From an optimization exercise on the open Yosys and OpenROAD flow, aimed at small area, a short achievable clock period and few clock cycles per item; shortcuts taken in it are not production practice. Function was checked by simulation only, so behaviour that the tests miss may differ from the original.

==> flow/design.v (excerpt) <==
module pattern_encoder #(
    parameter int INDEX_WIDTH = 32,
    parameter int ADDR_WIDTH  = 48,
    parameter int DATA_WIDTH  = 64
) (
    input  logic                   clk,
    input  logic                   rst,
    input  logic                   start,
    input  logic [ADDR_WIDTH-1:0]  start_addr,
    input  logic                   index_push,
    input  logic [INDEX_WIDTH-1:0] row,
    input  logic [INDEX_WIDTH-1:0] col,
    output logic                   index_stall,
    input  logic                   finish,
    output logic                   wr_req,
    input  logic                   wr_stall,
    output logic [ADDR_WIDTH-1:0]  wr_addr,
    output logic [DATA_WIDTH-1:0]  wr_data,
    output logic                   done,
    output logic [ADDR_WIDTH-1:0]  word_count
);
==> module pattern_encoder, before the edit <==
module pattern_encoder #(
    parameter int INDEX_WIDTH = 32,
    parameter int ADDR_WIDTH  = 48,
    parameter int DATA_WIDTH  = 64
) (
    input  logic                   clk,
    input  logic                   rst,
    input  logic                   start,
    input  logic [ADDR_WIDTH-1:0]  start_addr,
    input  logic                   index_push,
    input  logic [INDEX_WIDTH-1:0] row,
    input  logic [INDEX_WIDTH-1:0] col,
    output logic                   index_stall,
    input  logic                   finish,
    output logic                   wr_req,
    input  logic                   wr_stall,
    output logic [ADDR_WIDTH-1:0]  wr_addr,
    output logic [DATA_WIDTH-1:0]  wr_data,
    output logic                   done,
    output logic [ADDR_WIDTH-1:0]  word_count
);
    localparam int IW = INDEX_WIDTH;
    localparam int VW = IW + 1;              
    localparam int LW = 6;                   
    localparam int CW = 2 * (1 + LW) + IW + VW;    
    localparam int GW = 8;                   
    localparam int BW = DATA_WIDTH - 1 + CW;       
    localparam int HW = 8;                   
    function automatic logic [LW-1:0] bitlen(input logic [VW-1:0] v);
        logic [LW-1:0] n;
        n = '0;
        for (int i = 0; i < VW; i++)
            if (v[i]) n = LW'(i + 1);
        bitlen = n;
    endfunction
    logic active_q;           
    logic first_q;            
    logic started_q;          
    logic          s0_v_q, s0_f_q;
    logic [IW-1:0] s0_row_q, s0_col_q;
    logic [IW-1:0] pr_q, pc_q;
    logic          s1_row_q, s1_col_q, s1_end_q;
    logic [IW-1:0] s1_vr_q;
    logic [LW-1:0] s1_wr_q, s1_sa_q;
    logic [VW-1:0] s1_vc_q;
    logic [LW-1:0] s1_wc_q;
    logic [BW-1:0]         buf_q;
    logic [GW-1:0]         fill_q;
    logic                  fl_q;         
    logic                  wr_req_q, done_q;
    logic [ADDR_WIDTH-1:0] addr_q, cnt_q;
    logic adv1, pack, s1_v;
    logic take_pair, take_fin, s0_go;
    assign s1_v = s1_row_q || s1_col_q;
    assign pack = s1_v && (fill_q[7:6] == 2'b00);
    assign adv1 = !s1_v || (fill_q[7:6] == 2'b00);
    assign s0_go = (s0_v_q || s0_f_q) && adv1;
    assign index_stall = s0_v_q && !adv1;
    assign take_pair   = index_push && !index_stall;
    assign take_fin    = finish && !index_stall;
    logic          row_up;
    logic [IW-1:0] vr;
    logic [VW-1:0] vc;
    logic [LW-1:0] wr, wc;
    logic          n1_row, n1_col, n1_end;
    assign row_up = s0_row_q != pr_q;
    assign vr     = s0_row_q - pr_q;
    assign vc     = (row_up || first_q) ? {1'b0, s0_col_q} + VW'(1)
                                        : {1'b0, s0_col_q - pc_q};
    assign wr     = bitlen({1'b0, vr});
    assign wc     = bitlen(vc);
    assign n1_row = s0_v_q ? row_up : s0_f_q;
    assign n1_col = s0_v_q;
    assign n1_end = !s0_v_q && s0_f_q;
    logic [IW+LW:0] code1;
    logic [VW+LW:0] code2;
    logic [6:0]     len, sh2;
    assign code1 = {s1_vr_q, s1_wr_q, s1_row_q};
    assign code2 = s1_col_q ? {s1_vc_q, s1_wc_q, 1'b0} : '0;
    assign len   = 7'(s1_sa_q) + (s1_col_q ? 7'(s1_wc_q) + 7'd7 : 7'd0);
    assign sh2   = 7'(fill_q[5:0]) + 7'(s1_sa_q);
    logic [HW-1:0] h;
    logic          fl, wr_next, done_next;
    logic [GW-1:0] fill_next;
    logic [BW-1:0] base, app;
    assign h         = HW'(fill_q) + (pack ? HW'(len) : '0);
    assign fl        = fl_q || (pack && s1_end_q);
    assign wr_next   = !wr_stall && ((h[7:6] != 2'b00) || (fl && h != '0));
    assign done_next = wr_next && fl && (h <= HW'(DATA_WIDTH));
    assign fill_next = !wr_next ? h
                     : (h[7:6] != 2'b00) ? {1'b0, h[7], h[5:0]} : '0;
    assign base      = wr_req_q ? (buf_q >> DATA_WIDTH) : buf_q;
    assign app       = pack ? (BW'(code1) << fill_q[5:0]) | (BW'(code2) << sh2)
                            : '0;
    always_ff @(posedge clk or posedge rst) begin
        if (rst) begin
            active_q  <= 1'b0;
            first_q   <= 1'b0;
            started_q <= 1'b0;
            s0_v_q    <= 1'b0;
            s0_f_q    <= 1'b0;
            s1_row_q  <= 1'b0;
            s1_col_q  <= 1'b0;
            s1_end_q  <= 1'b0;
            fill_q    <= '0;
            fl_q      <= 1'b0;
            wr_req_q  <= 1'b0;
            done_q    <= 1'b0;
            cnt_q     <= '0;
            buf_q     <= '0;
        end else begin
            started_q <= start;
            if (start) begin
                active_q <= 1'b1;
                first_q  <= 1'b1;
                cnt_q    <= '0;
            end else begin
                if (done_next) active_q <= 1'b0;
                if (s0_go && s0_v_q) first_q <= 1'b0;
                if (wr_next) cnt_q <= cnt_q + ADDR_WIDTH'(1);
            end
            if (s0_go || !s0_v_q) s0_v_q <= take_pair;
            if (take_fin)                 s0_f_q <= 1'b1;
            else if (s0_go && !s0_v_q)    s0_f_q <= 1'b0;
            if (adv1) begin
                s1_row_q <= s0_go && n1_row;
                s1_col_q <= s0_go && n1_col;
                s1_end_q <= n1_end;
            end
            fill_q   <= fill_next;
            fl_q     <= fl && !done_next;
            wr_req_q <= wr_next;
            done_q   <= done_next;
            buf_q    <= base | app;
        end
    end
    always_ff @(posedge clk) begin
        if (start) begin
            s0_row_q <= '0;
        end else if (take_pair) begin
            s0_row_q <= row;
        end
        if (take_pair) s0_col_q <= col;
        if (started_q) begin
            pr_q <= s0_row_q;
        end else if (s0_go && s0_v_q) begin
            pr_q <= s0_row_q;
            pc_q <= s0_col_q;
        end
        if (adv1 && s0_go) begin
            s1_vr_q <= vr;
            s1_wr_q <= wr;
            s1_sa_q <= n1_row ? wr + LW'(7) : '0;
            s1_vc_q <= vc;
            s1_wc_q <= wc;
        end
        if (start)         addr_q <= start_addr;
        else if (wr_req_q) addr_q <= addr_q + ADDR_WIDTH'(DATA_WIDTH / 8);
    end
    assign wr_req     = wr_req_q;
    assign wr_addr    = addr_q;
    assign wr_data    = buf_q[DATA_WIDTH-1:0];
    assign done       = done_q;
    assign word_count = cnt_q;
endmodule
export LEC_CHECK = 0
export CAP_MARGIN = 20
export CORE_MARGIN = 2
export CORE_UTILIZATION = 40
export SLEW_MARGIN = 20
create_clock -name core_clock -period 7.0 [get_ports {clk}]
run.sh (not shown) runs the stock make flow with config.mk's settings and CLKGATE_MAP_FILE= SYNTH_SCRIPT=/design/flow/synth_recipe.tcl, a recipe that flattens the netlist after the stock synthesis.
The starting point completed with no timing, DRC or antenna violations.
Testbench counts at the start, summed over its fixed seeds: cycles 16,003, items 14,352.
Change:
--- a/flow/design.v
+++ b/flow/design.v
@@ -44,16 +44,20 @@
     logic [LW-1:0] s1_wr_q, s1_sa_q;
     logic [VW-1:0] s1_vc_q;
     logic [LW-1:0] s1_wc_q;
+    logic          s2_v_q, s2_end_q;
+    logic [CW-1:0] s2_code_q;
+    logic [6:0]    s2_len_q;
     logic [BW-1:0]         buf_q;
     logic [GW-1:0]         fill_q;
     logic                  fl_q;         
     logic                  wr_req_q, done_q;
     logic [ADDR_WIDTH-1:0] addr_q, cnt_q;
-    logic adv1, pack, s1_v;
+    logic adv1, adv2, pack, s1_v;
     logic take_pair, take_fin, s0_go;
+    assign pack = s2_v_q && (fill_q[7:6] == 2'b00);
+    assign adv2 = !s2_v_q || (fill_q[7:6] == 2'b00);
     assign s1_v = s1_row_q || s1_col_q;
-    assign pack = s1_v && (fill_q[7:6] == 2'b00);
-    assign adv1 = !s1_v || (fill_q[7:6] == 2'b00);
+    assign adv1 = !s1_v || adv2;
     assign s0_go = (s0_v_q || s0_f_q) && adv1;
     assign index_stall = s0_v_q && !adv1;
     assign take_pair   = index_push && !index_stall;
@@ -72,26 +76,24 @@
     assign n1_row = s0_v_q ? row_up : s0_f_q;
     assign n1_col = s0_v_q;
     assign n1_end = !s0_v_q && s0_f_q;
-    logic [IW+LW:0] code1;
-    logic [VW+LW:0] code2;
-    logic [6:0]     len, sh2;
-    assign code1 = {s1_vr_q, s1_wr_q, s1_row_q};
-    assign code2 = s1_col_q ? {s1_vc_q, s1_wc_q, 1'b0} : '0;
+    logic [CW-1:0] code1, code2, code;
+    logic [6:0]    len;
+    assign code1 = CW'({s1_vr_q, s1_wr_q, s1_row_q});
+    assign code2 = s1_col_q ? CW'({s1_vc_q, s1_wc_q, 1'b0}) : '0;
+    assign code  = code1 | (code2 << s1_sa_q);
     assign len   = 7'(s1_sa_q) + (s1_col_q ? 7'(s1_wc_q) + 7'd7 : 7'd0);
-    assign sh2   = 7'(fill_q[5:0]) + 7'(s1_sa_q);
     logic [HW-1:0] h;
     logic          fl, wr_next, done_next;
     logic [GW-1:0] fill_next;
     logic [BW-1:0] base, app;
-    assign h         = HW'(fill_q) + (pack ? HW'(len) : '0);
-    assign fl        = fl_q || (pack && s1_end_q);
+    assign h         = HW'(fill_q) + (pack ? HW'(s2_len_q) : '0);
+    assign fl        = fl_q || (pack && s2_end_q);
     assign wr_next   = !wr_stall && ((h[7:6] != 2'b00) || (fl && h != '0));
     assign done_next = wr_next && fl && (h <= HW'(DATA_WIDTH));
     assign fill_next = !wr_next ? h
                      : (h[7:6] != 2'b00) ? {1'b0, h[7], h[5:0]} : '0;
     assign base      = wr_req_q ? (buf_q >> DATA_WIDTH) : buf_q;
-    assign app       = pack ? (BW'(code1) << fill_q[5:0]) | (BW'(code2) << sh2)
-                            : '0;
+    assign app       = pack ? (BW'(s2_code_q) << fill_q[5:0]) : '0;
     always_ff @(posedge clk or posedge rst) begin
         if (rst) begin
             active_q  <= 1'b0;
@@ -102,6 +104,8 @@
             s1_row_q  <= 1'b0;
             s1_col_q  <= 1'b0;
             s1_end_q  <= 1'b0;
+            s2_v_q    <= 1'b0;
+            s2_end_q  <= 1'b0;
             fill_q    <= '0;
             fl_q      <= 1'b0;
             wr_req_q  <= 1'b0;
@@ -126,6 +130,10 @@
                 s1_row_q <= s0_go && n1_row;
                 s1_col_q <= s0_go && n1_col;
                 s1_end_q <= n1_end;
+            end
+            if (adv2) begin
+                s2_v_q   <= s1_v;
+                s2_end_q <= s1_end_q;
             end
             fill_q   <= fill_next;
             fl_q     <= fl && !done_next;
@@ -154,6 +162,10 @@
             s1_vc_q <= vc;
             s1_wc_q <= wc;
         end
+        if (adv2 && s1_v) begin
+            s2_code_q <= code;
+            s2_len_q  <= len;
+        end
         if (start)         addr_q <= start_addr;
         else if (wr_req_q) addr_q <= addr_q + ADDR_WIDTH'(DATA_WIDTH / 8);
     end
After rerunning: The new run finished clean. Non-clock buffer count stays the same. Final cell count grows by a little under a tenth. Final area goes up by roughly a tenth. Die area went up by roughly a tenth. Utilization falls by 0.44 points. Synthesized area climbs by roughly a tenth. Synthesized cell count rises by a few percent. Global-route usage decreases by 1.2 points. Maximum frequency climbs by a few percent. Wire length is higher by a little under a tenth. Worst setup slack gets better by 0.19 ns.
Testbench counts after the change, summed over its fixed seeds: cycles 16,323, items 14,352.

## what the ideal ports hide
In the flow no input, the clock included, has a driving cell. The finished layouts below were timed again as built, in two steps.
Step 1 (the two cells are an assumption about what drives the block):
set clk [get_ports {clk}]
set_driving_cell -lib_cell sky130_fd_sc_hd__clkbuf_16 $clk
set_driving_cell -lib_cell sky130_fd_sc_hd__buf_2 [delete_from_list [all_inputs] $clk]
Step 2 adds t to the input delays and takes it off the output delays; t is the mean of the earliest and latest rising clock arrival at the registers after step 1. Input paths then give back, and output paths get back, about the clock's delay inside the block.
a / b / c = no drivers / after step 1 / after step 2; a / b = the first two.
| run | t (ns) | setup slack, ns | cell pins on the clock port's net |
|---|---|---|---|
| the first run | 0.661 | 2.392 / 2.392 / 2.392 | 1 |
| the second run | 0.677 | 2.583 / 2.583 / 2.583 | 1 |
After both steps setup and hold are still met in every run listed.
